Context: an optimization exercise on an open-source flow, tuned for small area. The choices shown serve that exercise and are no tape-out recipe.
At most, simulation tests tie the RTL to the original design; equivalence was not proved.

==> flow/design.v (excerpt) <==
module disparity_filtering_system (
    input  logic                   clk,
    input  logic                   arst_n,
    input  logic [BLK_SIZE-1:0]    xors_in,
    input  logic [CONF_BITS-1:0]   confidence,
    input  logic [COORD_BITS-1:0]  min_coords,
    input  logic                   xors_valid,
    output logic [OUT_BITS-1:0]    disparity,     
    output logic                   disparity_valid,
    output logic                   overrun
);
Size in the first run: ~1400 cells after synthesis, about 14000 sq um of cells after synthesis.
clock: 9.0 ns
lec_check: 0
abc_area: 1
cap_margin: 20
core_margin: 2
core_utilization: 40
gpl_timing_driven: 0
slew_margin: 20
standard.sh (not shown) runs the stock make flow with config.mk's settings and CLKGATE_MAP_FILE= SYNTH_SCRIPT=/design/flow/synth_recipe.tcl, a recipe that flattens the netlist after the stock synthesis.
==> flow/flow/run.sh <==
#!/bin/bash
# The standard layout with two changes:
#  - port buffers are the smallest plain buffer (buffer_ports -buffer_cell buf_1);
#  - after the standard synthesis, inverters that synthesis left around full-adder cells
#    are removed (flow/invopt.py), kept only if Yosys proves the netlist unchanged.
# Each tool's output goes to a log file of its own in this folder.
set -euo pipefail
export BUFFER_PORTS_ARGS="-buffer_cell sky130_fd_sc_hd__buf_1"
R=orfs/results/${FLOW_PLATFORM}/disparity_filtering_system/base

bash standard.sh synth > synth.log 2>&1

cp $R/1_2_yosys.v synth_orig.v
if python3 flow/invopt.py synth_orig.v synth_opt.v > invopt.log 2>&1; then
    sed "s/^module ${FLOW_TOP}(/module gold(/" synth_orig.v > eq_gold.v
    sed -E -e "s/^module ${FLOW_TOP}\(/module gate(/" -e 's/\b(_[0-9]+_|_invopt_[c0-9]+_)/x\1/g' synth_opt.v > eq_gate.v
    LIB=$(ls ${FLOW_HOME}/platforms/${FLOW_PLATFORM}/lib/*tt_025C_1v80.lib | head -1)
    cat > eq.ys <<EOS
read_liberty -ignore_miss_func $LIB
read_verilog eq_gold.v
read_verilog eq_gate.v
hierarchy -check
flatten
proc
opt_clean
async2sync
dffunmap
equiv_make gold gate eq
hierarchy -top eq
equiv_simple -seq 2
equiv_induct -seq 2
equiv_status -assert
EOS
    if yosys -s eq.ys > equiv.log 2>&1; then
        cp synth_opt.v $R/1_2_yosys.v
        rm -f $R/1_synth.odb $R/1_synth.sdc
        echo "using the optimised netlist" >> invopt.log
    else
        echo "equivalence not proven; keeping the standard netlist" >> invopt.log
    fi
fi

bash standard.sh > standard.log 2>&1
Other scripts of this flow, unchanged in this note and not shown: flow/flow/invopt.py
The baseline finished clean.
==> next run, changes <==
--- a/flow/design.v
+++ b/flow/design.v
@@ -258,16 +258,17 @@
     always_ff @(posedge clk) begin
         {ac7, nq7} <= mdstep(mcnt, ac7, nq7, x7, dd7, dl);
         {ac8, nq8} <= mdstep(mcnt - 1'b1, ac8, nq8, x8, dd8, dl);
     end
     logic       xwin, lmask, rmask;
     logic [7:0] wl, wc, wr;
     logic [9:0] sc, val;
-    logic [7:0] hi_q, qx, nqs;
-    logic       zero_q, xwin_q, xsel_q;
+    logic [7:0] qx, nqs;
+    logic [9:0] sc_q;
+    logic       xwin_q, xsel_q;
     assign xwin  = orun && obpar && (ocnt[3:1] == 3'd1);       
     assign lmask = orun && !obpar && (ocnt == 4'd3);
     assign rmask = t10;
     always_comb begin
         logic [1:0] pl, pc, pr;
         logic [7:0] cl, cr;
         pl = w3;  pc = w2;  pr = w1;
@@ -282,18 +283,17 @@
         wl = lmask ? 8'd0 : wgt(pl, cl);
         wc = wgt(pc, oc);
         wr = rmask ? 8'd0 : wgt(pr, cr);
     end
     assign sc    = radd3(wl, wc, wr);
     assign val   = sc;
     always_ff @(posedge clk) begin
-        hi_q   <= div3(val);
-        zero_q <= (val == 10'd0);
+        sc_q   <= val;
         xwin_q <= xwin;
         xsel_q <= ocnt[0];
     end
     assign nqs = xsel_q ? nq8 : nq7;
     assign qx  = {lo + nqs[7:3], nqs[2:0]};
-    assign disparity[15:8] = hi_q;
-    assign disparity[7:0]  = zero_q ? 8'd0 : (xwin_q ? qx : {od, 3'b000});
+    assign disparity[15:8] = div3(sc_q);
+    assign disparity[7:0]  = (sc_q == 10'd0) ? 8'd0 : (xwin_q ? qx : {od, 3'b000});
     assign disparity_valid = dvalid;
 endmodule
- The new run ran to the end with no violations
- die area is higher by 0.60%
- setup slack improved by 170 ps
- register-to-register slack improved by 170 ps
- final cell count decreases by 1.1%
The RTL of the second run of this note was laid out without a check of its function.

---

Setup of red:
Another version of the RTL of disparity_filtering_system (not shown whole).
For scale: about 1,000 cells after synthesis, about 300 I/O pins.
Settings: LEC_CHECK=0, ABC_AREA=1, CAP_MARGIN=5, CORE_MARGIN=2, CORE_UTILIZATION=65, CTS_BUF_LIST=sky130_fd_sc_hd__clkbuf_8, GPL_TIMING_DRIVEN=0, SLEW_MARGIN=5; clock period 9.0 ns.
==> flow/flow/run.sh <==
#!/bin/bash
# The standard layout with three changes, none of them touching a register:
#  - port buffers are the smallest plain buffer (buffer_ports -buffer_cell buf_1);
#  - after the standard synthesis, inverters left around full-adder cells are removed
#    (flow/invopt.py);
#  - the gates between registers and adder cells are mapped again by ABC for area
#    (flow/remap.abc), with the adder cells and flip-flops kept as they are.
# Each rewritten netlist is used only if Yosys proves it equivalent to the standard
# synthesis's netlist. Each tool's output goes to a log file of its own in this folder.
set -euo pipefail
export BUFFER_PORTS_ARGS="-buffer_cell sky130_fd_sc_hd__buf_1"
R=orfs/results/${FLOW_PLATFORM}/disparity_filtering_system/base
O=orfs/objects/${FLOW_PLATFORM}/disparity_filtering_system/base
L=orfs/logs/${FLOW_PLATFORM}/disparity_filtering_system/base
LIB=$(ls ${FLOW_HOME}/platforms/${FLOW_PLATFORM}/lib/*tt_025C_1v80.lib | head -1)

bash standard.sh synth > synth.log 2>&1
cp $R/1_2_yosys.v synth_orig.v
sed "s/^module ${FLOW_TOP}(/module gold(/" synth_orig.v > eq_gold.v

# proves $1 equivalent to the standard netlist; log in $2
prove() {
    sed -E -e "s/^module ${FLOW_TOP}\(/module gate(/" -e 's/\b(_[0-9]+_|_invopt_[c0-9]+_)/x\1/g' "$1" > eq_gate.v
    cat > eq.ys <<EOS
read_liberty -ignore_miss_func $LIB
read_verilog eq_gold.v
read_verilog eq_gate.v
hierarchy -check
flatten
proc
opt_clean
async2sync
dffunmap
equiv_make gold gate eq
hierarchy -top eq
equiv_simple -seq 2
equiv_induct -seq 2
equiv_status -assert
EOS
    yosys -s eq.ys > "$2" 2>&1
}

use=synth_orig.v
if python3 flow/invopt.py synth_orig.v synth_inv.v > invopt.log 2>&1; then
    DONT_USE=$(grep -o -- "-dont_use [A-Za-z0-9_]*" $L/1_2_yosys.log | sort -u | tr '\n' ' ')
    cat > remap.ys <<EOS
read_liberty -ignore_miss_func $LIB
read_verilog synth_inv.v
hierarchy -top ${FLOW_TOP}
setattr -mod -set keep_hierarchy 1 sky130_fd_sc_hd__fa_* sky130_fd_sc_hd__ha_* sky130_fd_sc_hd__df* sky130_fd_sc_hd__edf*
flatten
opt_clean
select -module ${FLOW_TOP}
abc -script $(pwd)/flow/remap.abc -liberty $LIB ${DONT_USE} -constr $O/abc.constr
select -clear
opt_clean -purge
hilomap -singleton -hicell sky130_fd_sc_hd__conb_1 HI -locell sky130_fd_sc_hd__conb_1 LO
splitnets
opt_clean -purge
select ${FLOW_TOP}
write_verilog -noattr -noexpr -nohex -nodec -selected synth_remap.v
EOS
    if yosys -s remap.ys > remap.log 2>&1 && ! grep -q "^\s*assign" synth_remap.v && prove synth_remap.v equiv_remap.log; then
        use=synth_remap.v
    elif prove synth_inv.v equiv_inv.log; then
        use=synth_inv.v
    fi
fi
echo "netlist used: $use" >> invopt.log
if [[ $use != synth_orig.v ]]; then
    cp $use $R/1_2_yosys.v
    rm -f $R/1_synth.odb $R/1_synth.sdc
fi

bash standard.sh > standard.log 2>&1
Other scripts of this flow, unchanged in this note and not shown: flow/flow/invopt.py, flow/flow/remap.abc
red did not stop at any stage, and its layout met the timing, design-rule and antenna checks.
The inputs of blue differ from those of red as listed below.
--- a/flow/design.v
+++ b/flow/design.v
@@ -205,21 +205,21 @@
     assign dd7 = 10'(radd(10'(w6), 10'(s78)));
     assign dd8 = 10'(radd(10'(s78), 10'(w9)));
     always_comb begin
         logic [5:0] df;
         logic [4:0] t;
         logic       cy;
         cy = 1'b1;
         for (int i = 0; i < 5; i++)
             {cy, df[i]} = fa(d1[i], !hd[i], cy);
         df[5] = cy;
-        ge = df[5];
+        ge = (d1 >= hd);            
         t  = df[4:0] ^ {5{!ge}};
         cy = !ge;
         for (int i = 0; i < 5; i++)
             {cy, dl[i]} = fa(t[i], 1'b0, cy);
     end
     assign x7  = 10'(w8);
     assign x8  = 10'(w7);
     logic [3:0] mcnt;
     logic [9:0] ac7, ac8;
     logic [7:0] nq7, nq8;
Notes after the runs:
The final layout from blue, which completed every stage, passed the timing, design-rule and antenna checks at the end of the flow. Going from red to blue, clock latency of the later-clocked register in the worst-skew pair held; global routing usage on met1 went down 6.6 points; fraction of final layout cells with drive strength greater than 1 went down 0.78 points; via count went down 1.4%. Delta (blue minus red): sequential share of cell area barely changed, post-CTS setup buffer count dropped 6. When blue is set beside red, its area overhead of the layout relative to synthesis turns out to be 0.25 points smaller. Setup slack in blue is larger than in red. blue: worst hold slack is 0.037 ns lower than what red reported.
No functional check of the RTL was part of blue.

---

job 102:
disparity_filtering_system, a different RTL version from the one above (not shown whole).
For scale: roughly 1000 cells after synthesis, about 300 I/O pins.
==> flow/config.mk <==
export PLATFORM = sky130hd
export DESIGN_NAME = disparity_filtering_system
export DESIGN_NICKNAME = disparity_filtering_system
export VERILOG_FILES = /design/flow/design.v
export SDC_FILE = /design/flow/constraint.sdc
export NUM_CORES = 4
export LEC_CHECK = 0
export ABC_AREA = 1
export CAP_MARGIN = 5
export CORE_MARGIN = 2
export CORE_UTILIZATION = 40
export CTS_BUF_LIST = sky130_fd_sc_hd__clkbuf_8
export GPL_TIMING_DRIVEN = 0
export SLEW_MARGIN = 5
==> flow/constraint.sdc <==
create_clock -name core_clock -period 9.0 [get_ports {clk}]
set_input_delay 1.8000 -clock core_clock [delete_from_list [all_inputs] [get_ports {clk}]]
set_output_delay 1.8000 -clock core_clock [all_outputs]
set_load 0.01 [all_outputs]
Scripts as last shown in full above: flow/flow/run.sh
Other scripts of this flow, unchanged in this note and not shown: flow/flow/invopt.py, flow/flow/remap.abc
For job 103, these inputs were changed with respect to job 102:
diff --git a/flow/design.v b/flow/design.v
--- a/flow/design.v
+++ b/flow/design.v
@@ -164,63 +164,64 @@
     always_ff @(posedge clk) begin
         cnt  <= acc ? 3'd0 : cnt + 1'b1;
         ocnt <= s0 ? 4'd0 : ocnt + 1'b1;
     end
     always_ff @(posedge clk) begin
         if (s0)
             obpar <= lastpar;       
         if (orun && (ocnt == 4'd8))
             tpar <= obpar;
     end
-    logic [1:0] w0, w1, w2, w3;
+    logic [1:0] w1, w2, w3;
+    logic [2:0] rdp;
     logic [7:0] oc;
     logic [4:0] od;
     logic [15:0] msel;
     assign msel = obpar ? m1 : m0;
+    assign rdp  = ocnt[2:0] - 3'd1;      
     always_ff @(posedge clk) begin
-        w0 <= msel[{ocnt[2:0], 1'b0} +: 2];
-        w1 <= w0;
+        w1 <= msel[{rdp, 1'b0} +: 2];
         w2 <= w1;
         w3 <= w2;
         if (orun && (ocnt == 4'd2)) begin
             oc <= obpar ? c1 : c0;
             od <= obpar ? d1 : d0;
         end
     end
     logic [7:0] w6, w7, w8, w9;
-    logic [8:0] b8;
+    logic [8:0] s78;
     logic [9:0] dd7, dd8, x7, x8;
     logic       ge;
     logic [4:0] dl;
     assign w6  = wgt(hp[1:0], hc);
     assign w7  = wgt(hp[3:2], hc);
     assign w8  = wgt(m1[1:0], c1);
     assign w9  = wgt(m1[3:2], c1);
-    assign b8  = 9'(radd(10'(w8), 10'(w9)));
-    assign dd7 = radd3(w6, w7, w8);
-    assign dd8 = 10'(radd(10'(w7), 10'(b8)));
+    assign s78 = 9'(radd(10'(w7), 10'(w8)));
+    assign dd7 = 10'(radd(10'(w6), 10'(s78)));
+    assign dd8 = 10'(radd(10'(s78), 10'(w9)));
     always_comb begin
         logic [5:0] df;
         logic [4:0] t;
         logic       cy;
         cy = 1'b1;
         for (int i = 0; i < 5; i++)
             {cy, df[i]} = fa(d1[i], !hd[i], cy);
         df[5] = cy;
         ge = df[5];
         t  = df[4:0] ^ {5{!ge}};
         cy = !ge;
         for (int i = 0; i < 5; i++)
             {cy, dl[i]} = fa(t[i], 1'b0, cy);
     end
     assign x7  = 10'(w8);
-    assign x8  = 10'(b8);
+    assign x8  = 10'(w7);
     logic [3:0] mcnt;
     logic [9:0] ac7, ac8;
     logic [7:0] nq7, nq8;
     always_ff @(posedge clk) begin
         if (acc1)
             mcnt <= '0;
         else
             mcnt <= mcnt + 1'b1;
     end
     function automatic logic [17:0] mdstep(input logic [3:0] m, input logic [9:0] a,
@@ -287,46 +288,67 @@
         if (div)
             mdstep8 = {(sum[11] ? sum[9:0] : {a[8:0], n[7]}), n[6:0], sum[11]};
         else
             mdstep8 = {sum[10:1], sum[0], (first ? 7'd0 : n[7:1])};
     endfunction
     always_ff @(posedge clk) begin
         {ac7, nq7} <= mdstep(mcnt, ac7, nq7, x7, dd7, dl);
         {ac8, nq8} <= mdstep8(mcnt, ac8, nq8, x8, dd8, dl);
     end
     logic       xwin, lmask, rmask;
-    logic [7:0] wl, wc, wr;
     logic [9:0] sc, val;
     logic [7:0] qx, nqs;
     logic [9:0] sc_q;
     logic       xwin_q, xsel_q;
     assign xwin_q = p8 || xsel_q;      
     logic       p7, p8, lm;
     assign p7 = orun && obpar && (ocnt == 4'd2);
     assign p8 = orun && obpar && (ocnt == 4'd3);
     assign lm = orun && !obpar && (ocnt == 4'd3);
     assign xwin  = p7 || p8;
     assign lmask = lm;
     assign rmask = t10;
-    assign wl    = lmask ? 8'd0 : wgt(w3, oc);
-    assign wc    = wgt(w2, oc);
-    assign wr    = rmask ? 8'd0 : wgt(w1, oc);
-    assign sc    = radd3(wl, wc, wr);
+    always_comb begin
+        logic [1:0] zl, zc, zr, f1, f2, f3;
+        logic [2:0] k;
+        logic [1:0] n2;
+        logic [6:0] h;
+        logic [9:0] p0, p1, p2;
+        logic [9:0] ss, cc;
+        zl = lmask ? 2'b00 : ~w3;
+        zc = ~w2;
+        zr = rmask ? 2'b00 : ~w1;
+        f1 = fa(zl[0], zl[1], zc[0]);
+        f2 = fa(zc[1], zr[0], zr[1]);
+        f3 = fa(f1[0], f2[0], 1'b0);
+        k  = 3'(f3[0]) + 3'({f3[1], 1'b0}) + 3'({f1[1], 1'b0}) + 3'({f2[1], 1'b0});
+        n2 = fa(&zl, &zc, &zr);
+        h  = oc[7:1];
+        p0 = {3'b0, h & {7{k[0]}}};
+        p1 = {2'b0, h & {7{k[1]}}, n2[0] & oc[0]};
+        p2 = {1'b0, h & {7{k[2]}}, n2[1] & oc[0], 1'b0};
+        for (int i = 0; i < 10; i++)
+            {cc[i], ss[i]} = fa(p0[i], p1[i], p2[i]);
+        sc = 10'(radd(ss, {cc[8:0], 1'b0}));
+    end
     assign val   = p7 ? dd7 : (p8 ? dd8 : sc);
     always_ff @(posedge clk) begin
         sc_q   <= val;
         xsel_q <= p8;
     end
     assign nqs = xsel_q ? nq8 : nq7;
     always_comb begin
         logic [7:0] t;
-        logic       nz, cy;
+        logic       nz, cy, neg;
+        logic [4:0] base;
         nz = xsel_q ? (ac8 != 10'd0) : (ac7 != 10'd0);
-        t  = nqs ^ {8{!ge}};
-        cy = !ge && !nz;
+        neg  = xsel_q ? ge : !ge;        
+        base = xsel_q ? d1 : hd;
+        t  = nqs ^ {8{neg}};
+        cy = neg && !nz;
         for (int i = 0; i < 8; i++)
-            {cy, qx[i]} = fa(t[i], (i >= 3) ? hd[i - 3] : 1'b0, cy);
+            {cy, qx[i]} = fa(t[i], (i >= 3) ? base[i - 3] : 1'b0, cy);
     end
     assign disparity[15:8] = div3(sc_q);
     assign disparity[7:0]  = (sc_q == 10'd0) ? 8'd0 : (xwin_q ? qx : {od, 3'b000});
     assign disparity_valid = dvalid;
 endmodule
Findings:
Status | job 103 and job 102 | clean
Taking job 102 as the reference, in job 103 worst setup slack -0.0093 ns, total of cells resized after clock tree synthesis increased by 6 relative to the old numbers, layout net count fell 0.94%.
Job 103 vs. job 102: initial antenna violation count went up by 1; transition at the pin with the smallest max-transition slack went up.
Job 103 vs job 102: global-route usage up
For job 102, the highest-delay cell along the critical path was sky130_fd_sc_hd__fa_2, unlike job 103, where it was sky130_fd_sc_hd__fa_1.
In the tables for job 103 and job 102, peak fanout along the critical path reads lower with job 102.
No functional check of the RTL was part of any run of this note.

-- re-timing with driven ports --
The results above use ideal ports. As a check the final layouts listed here were re-extracted and re-timed, cells and wires unchanged. Step 1 assumes that a clkbuf_16 drives the clock port and a buf_2 every other input. Step 2 times the ports against the registers' clock, not the clock port: input delays grow and output delays shrink by t, the midpoint of the rising clock arrivals with the driver on. Three values: no drivers, after step 1, after step 2; two values: the first two.
run	shift t [ns]	setup slack, ns	hold WS [ns]	worst setup path at the end
the first run of note 1	0.475	0.251 / 0.251 / 0.251	0.335 / 0.335 / 0.335	register to register
the second run of note 1	0.479	0.419 / 0.419 / 0.419	0.339 / 0.339 / 0.339	register to register
red	0.506	0.404 / 0.404 / 0.404	0.396 / 0.396 / 0.396	register to register
blue	0.516	0.482 / 0.482 / 0.482	0.359 / 0.359 / 0.359	register to register
job 102	0.509	0.394 / 0.394 / 0.394	0.340 / 0.340 / 0.340	register to register
job 103	0.512	0.384 / 0.384 / 0.384	0.374 / 0.374 / 0.374	register to register
After both steps every run listed still meets setup and hold.
